This is an optimization exercise on Yosys and OpenROAD, whose aim is small area, a short achievable clock period and few clock cycles per item, not a production implementation. Where RTL was checked, it was by simulation tests only, not by an equivalence proof against the original.

## rms_sound_level_meter
module rms_sound_level_meter #(
   parameter int MAX_BLOCK = 1024
) (
   input  logic                 clock,
   input  logic                 reset,
   input  logic                 req_valid,
   output logic                 req_stall,
   input  logic signed [31:0]   audio_word,
   input  logic                 block_end,
   output logic                 rsp_valid,
   input  logic                 rsp_stall,
   output logic signed [15:0]   level_db,
   output logic                 report_out,
   output logic                 silent,
   input  logic                 csr_we,
   input  logic [1:0]           csr_index,
   input  logic [14:0]          csr_wdata
);
Size in the first run: about 4,400 cells after synthesis, ~0.045 mm² of cells after synthesis.
clock: 13.0 ns
lec_check: 0
cap_margin: 20
core_margin: 2
core_utilization: 40
cts_cluster_diameter: 100
cts_cluster_size: 25
slew_margin: 20
standard.sh (not shown) runs the stock make flow with config.mk's settings and CLKGATE_MAP_FILE= SYNTH_SCRIPT=/design/flow/synth_recipe.tcl, a recipe that flattens the netlist after the stock synthesis.
==> flow/flow/run.sh <==
#!/bin/bash
# The standard layout (standard.sh: ORFS synthesis with the standard flow's script,
# then floorplan to finish) with these changes to how it is optimized:
#  - Yosys's synth skips its early ABC pass (SYNTH_ARGS=-noabc), so the
#    full adders written in the RTL are extracted as they are, without
#    inverters between them; registers are the same as in the standard
#    synthesis;
#  - ORFS's repair_timing keeps a larger setup margin (flow/margin.txt), so
#    it sizes and buffers the critical paths;
#  - the port buffers are a plain buffer cell instead of the delay cell the
#    resizer picks by default.
# All output goes to make_finish.log here; ORFS's own logs are in orfs/logs.
set -euo pipefail
MARGIN=$(cat flow/margin.txt)
bash standard.sh SYNTH_ARGS=-noabc SETUP_SLACK_MARGIN=$MARGIN \
  "BUFFER_PORTS_ARGS=-buffer_cell sky130_fd_sc_hd__buf_4" finish > make_finish.log 2>&1
==> flow/flow/margin.txt <==
9.0
Next try:
--- a/flow/design.v
+++ b/flow/design.v
@@ -1461,31 +1461,28 @@
    logic               f1_fire;
    assign f1_fire = (b_q == 6'd1) & ~rsp_valid_q;
    always_comb begin
       lv = {p_q[41], p_q[41:24]} + {4'd0, ofs_q} + {18'd0, p_q[23]};
       if (sil_c_q)
          level_new = 16'sd0;
       else if (lv[18:15] == 4'b0000 || lv[18:15] == 4'b1111)
          level_new = lv[15:0];
       else
          level_new = {lv[18], {15{~lv[18]}}};
    end
-   logic [16:0] rd, ry;
-   logic [17:0] rz;
-   logic        rs, report;
+   logic [17:0] dpos, dneg;
+   logic        report;
    always_comb begin
-      rd     = {level_q[15], level_q} - {last_q[15], last_q};
-      rs     = rd[16];
-      ry     = rd ^ {17{rs}};
-      rz     = {1'b0, ry} + {3'b111, ~thr_q};
-      report = ~have_q | ~rz[17] | ((&rz[17:1]) & (rz[0] | rs));
+      dpos   = {{2{level_q[15]}}, level_q} - {{2{last_q[15]}}, last_q} - {3'd0, thr_q};
+      dneg   = {{2{last_q[15]}}, last_q} - {{2{level_q[15]}}, level_q} - {3'd0, thr_q};
+      report = ~have_q | ~dpos[17] | ~dneg[17];
    end
    logic [5:0] b_next;
    logic       pend_next, cap_next, capture;
    assign capture = cap_q;
    always_comb begin
       pend_next = e_t_q | (pend_q & ~capture);
       if (capture)
          b_next = B_START;
       else if (b_q >= 6'd2)
          b_next = b_q - 6'd1;
       else if (f1_fire)
After rerunning: Register-to-register slack improves by 780 ps; wire length falls by 1.1%; worst hold slack got worse by 4.3 ps; fmax grows by 20%; setup slack improved by 780 ps; first-iteration DRC count rose by 17%; core utilization goes down by 0.98 points; synthesized area rose by 0.36%; die area rose by 0.35%.
Testbench counts after the change, summed over its fixed seeds: cycles 19,485, samples 19,106.
Function not checked in the first run of this note: the RTL went through the layout flow alone.

the previous run:
Another version of the RTL of rms_sound_level_meter (not shown whole).
Size in the first run: about 470 flip-flops, roughly 75 I/O pins.
export LEC_CHECK = 0
export CAP_MARGIN = 20
export CORE_MARGIN = 2
export CORE_UTILIZATION = 40
export CTS_CLUSTER_DIAMETER = 100
export CTS_CLUSTER_SIZE = 25
export SLEW_MARGIN = 20
create_clock -name core_clock -period 13.0 [get_ports {clock}]
Scripts as last shown in full above: flow/flow/run.sh, flow/flow/margin.txt
Here is what was changed in the inputs of the current run compared with the previous run.
diff --git a/flow/design.v b/flow/design.v
--- a/flow/design.v
+++ b/flow/design.v
@@ -1443,17 +1443,19 @@
    always_comb begin
       usum   = u1_q + u2_q + {45'd0, uc_q};
       q      = usum[45:14];               
       fbit   = q[31];
       m_next = fbit ? q[30:1] : q[29:0];
    end
-   logic        op_add_q, op_sub_q;      
+   logic        op_add, op_sub;
    logic [41:0] h_base, h_op;
    always_comb begin
+      op_add = h_e_q ? (ln_q[5] & ~ls_q[5]) : (h_s_q & br_q);
+      op_sub = h_e_q ? (ls_q[5] & ~ln_q[5]) : (h_n_q & br_q);
       h_base = h_first_q ? 42'd0 : (h_dbl_q ? {p_q[40:0], 1'b0} : p_q);
-      h_op   = op_add_q ? KDB : (op_sub_q ? KDB_NEG : 42'd0);
+      h_op   = op_add ? KDB : (op_sub ? KDB_NEG : 42'd0);
    end
    logic [18:0]        lv;
    logic signed [15:0] level_new;
    logic               f1_fire;
    assign f1_fire = (b_q == 6'd1) & ~rsp_valid_q;
    always_comb begin
@@ -1484,28 +1486,12 @@
       else if (f1_fire)
          b_next = 6'd0;
       else
          b_next = b_q;
       cap_next = pend_next & (b_next == 6'd0);
    end
-   logic h_e_next, h_s_next, h_n_next, ls5_next, ln5_next;
-   always_comb begin
-      h_e_next = (b_next >= B_LAST_E);
-      h_s_next = (b_next < B_LAST_E) & (b_next >= B_LAST_STEP) & b_next[0];
-      h_n_next = (b_next < B_LAST_E) & (b_next >= B_LAST_STEP) & ~b_next[0];
-      if (capture) begin
-         ls5_next = lzs[5];
-         ln5_next = 1'b0;
-      end else if (h_e_q) begin
-         ls5_next = ls_q[4];
-         ln5_next = ln_q[4];
-      end else begin
-         ls5_next = ls_q[5];
-         ln5_next = ln_q[5];
-      end
-   end
    logic in_end, int_p, int_one, int_two, le_soon, st_a, st_b, st_d;
    always_comb begin
       int_p   = pend_q & ~capture;
       int_two = (e_s_q & e_t_q) | (e_s_q & int_p) | (e_t_q & int_p);
       int_one = e_s_q | e_t_q | int_p;
       le_soon = ~capture & (b_q <= 6'd3) & ~rsp_valid_q;
@@ -1540,17 +1526,15 @@
          level_q  <= level_new;
          silent_q <= sil_c_q;
       end
       if (f1_q)
          report_q <= report;
       h_first_q <= (b_next == B_START);
-      h_e_q     <= h_e_next;
-      h_s_q     <= h_s_next;
-      h_n_q     <= h_n_next;
-      op_add_q  <= h_e_next ? (ln5_next & ~ls5_next) : (h_s_next & fbit);
-      op_sub_q  <= h_e_next ? (ls5_next & ~ln5_next) : (h_n_next & fbit);
+      h_e_q     <= (b_next >= B_LAST_E);
+      h_s_q     <= (b_next < B_LAST_E) & (b_next >= B_LAST_STEP) & b_next[0];
+      h_n_q     <= (b_next < B_LAST_E) & (b_next >= B_LAST_STEP) & ~b_next[0];
       h_dbl_q   <= (b_next >= B_LAST_E) | ((b_next >= B_LAST_STEP) & b_next[0]);
       ld_f_q    <= (b_next == B_START);
       ld_n_q    <= (b_next == B_LOAD_N);
       ld_r_q    <= (b_next < B_LOAD_N);
       r1_q      <= reset;
       zero_q    <= reset | r1_q | cap_next;
@@ -1588,16 +1572,16 @@
          cnt_q <= (capture ? 11'd0 : cnt_q) + {10'd0, tk_t_q};
          if (f1_q & report) begin
             last_q <= level_q;
             have_q <= 1'b1;
          end
       end
-      if (csr_we && csr_index == 2'd0) thr_q <= csr_wdata;
-      else if (r1_q)                  thr_q <= THRESHOLD_RESET;
-      if (csr_we && csr_index == 2'd1) ofs_q <= csr_wdata;
-      else if (r1_q)                  ofs_q <= OFFSET_RESET;
+      if (csr_we && !reset && csr_index == 2'd0) thr_q <= csr_wdata;
+      else if (r1_q)                            thr_q <= THRESHOLD_RESET;
+      if (csr_we && !reset && csr_index == 2'd1) ofs_q <= csr_wdata;
+      else if (r1_q)                            ofs_q <= OFFSET_RESET;
    end
    assign rsp_valid  = rsp_valid_q;
    assign level_db   = level_q;
    assign report_out = report_q;
    assign silent     = silent_q;
 endmodule
Notes after the runs:
The current run reached the final stage; the timing, design-rule and antenna checks on its layout passed.
Relative to the previous run, cell count of the worst reg-to-reg path has decreased by 9 in the current run.
The current run and the previous run ended up with roughly the same die area.
The current run vs the previous run — fraction of the core area covered by cells at the end of the flow dropped 0.20 points.
Testbench counts of the current run, summed over its fixed seeds: cycles 19,485, samples 19,106.
No functional check of the RTL was part of the previous run.

## static timing again, ports no longer ideal
No port has a modelled driver above. Below, the same layouts with a new extraction and two added sets of constraints.
Step 1: set_driving_cell puts a clkbuf_16 on clock and a buf_2 on each other input, an assumption about the parent block.
Step 2 times the ports against the registers' clock, not the clock port: input delays grow and output delays shrink by t, the midpoint of the rising clock arrivals with the driver on.
Three values: ideal, step 1, step 2; two values: the first two.
run | shift t [ns] | setup WS [ns] | hold WS [ns] | cell pins on the clock port's net
the first run of note 1 | 0.686 | 8.258 / 8.258 / 8.258 | 0.451 / 0.451 / 0.451 | 1
the second run of note 1 | 0.686 | 9.034 / 8.998 / 8.677 | 0.446 / 0.446 / 0.446 | 1
the previous run | 0.724 | 8.736 / 8.736 / 8.635 | 0.444 / 0.444 / 0.444 | 1
the current run | 0.710 | 8.992 / 8.933 / 8.911 | 0.456 / 0.456 / 0.456 | 1
After both steps setup and hold are still met in every run listed. The setup slack of the second run of note 1, which loses most, moves by -0.036 ns with the drivers and by -0.357 ns with both steps.
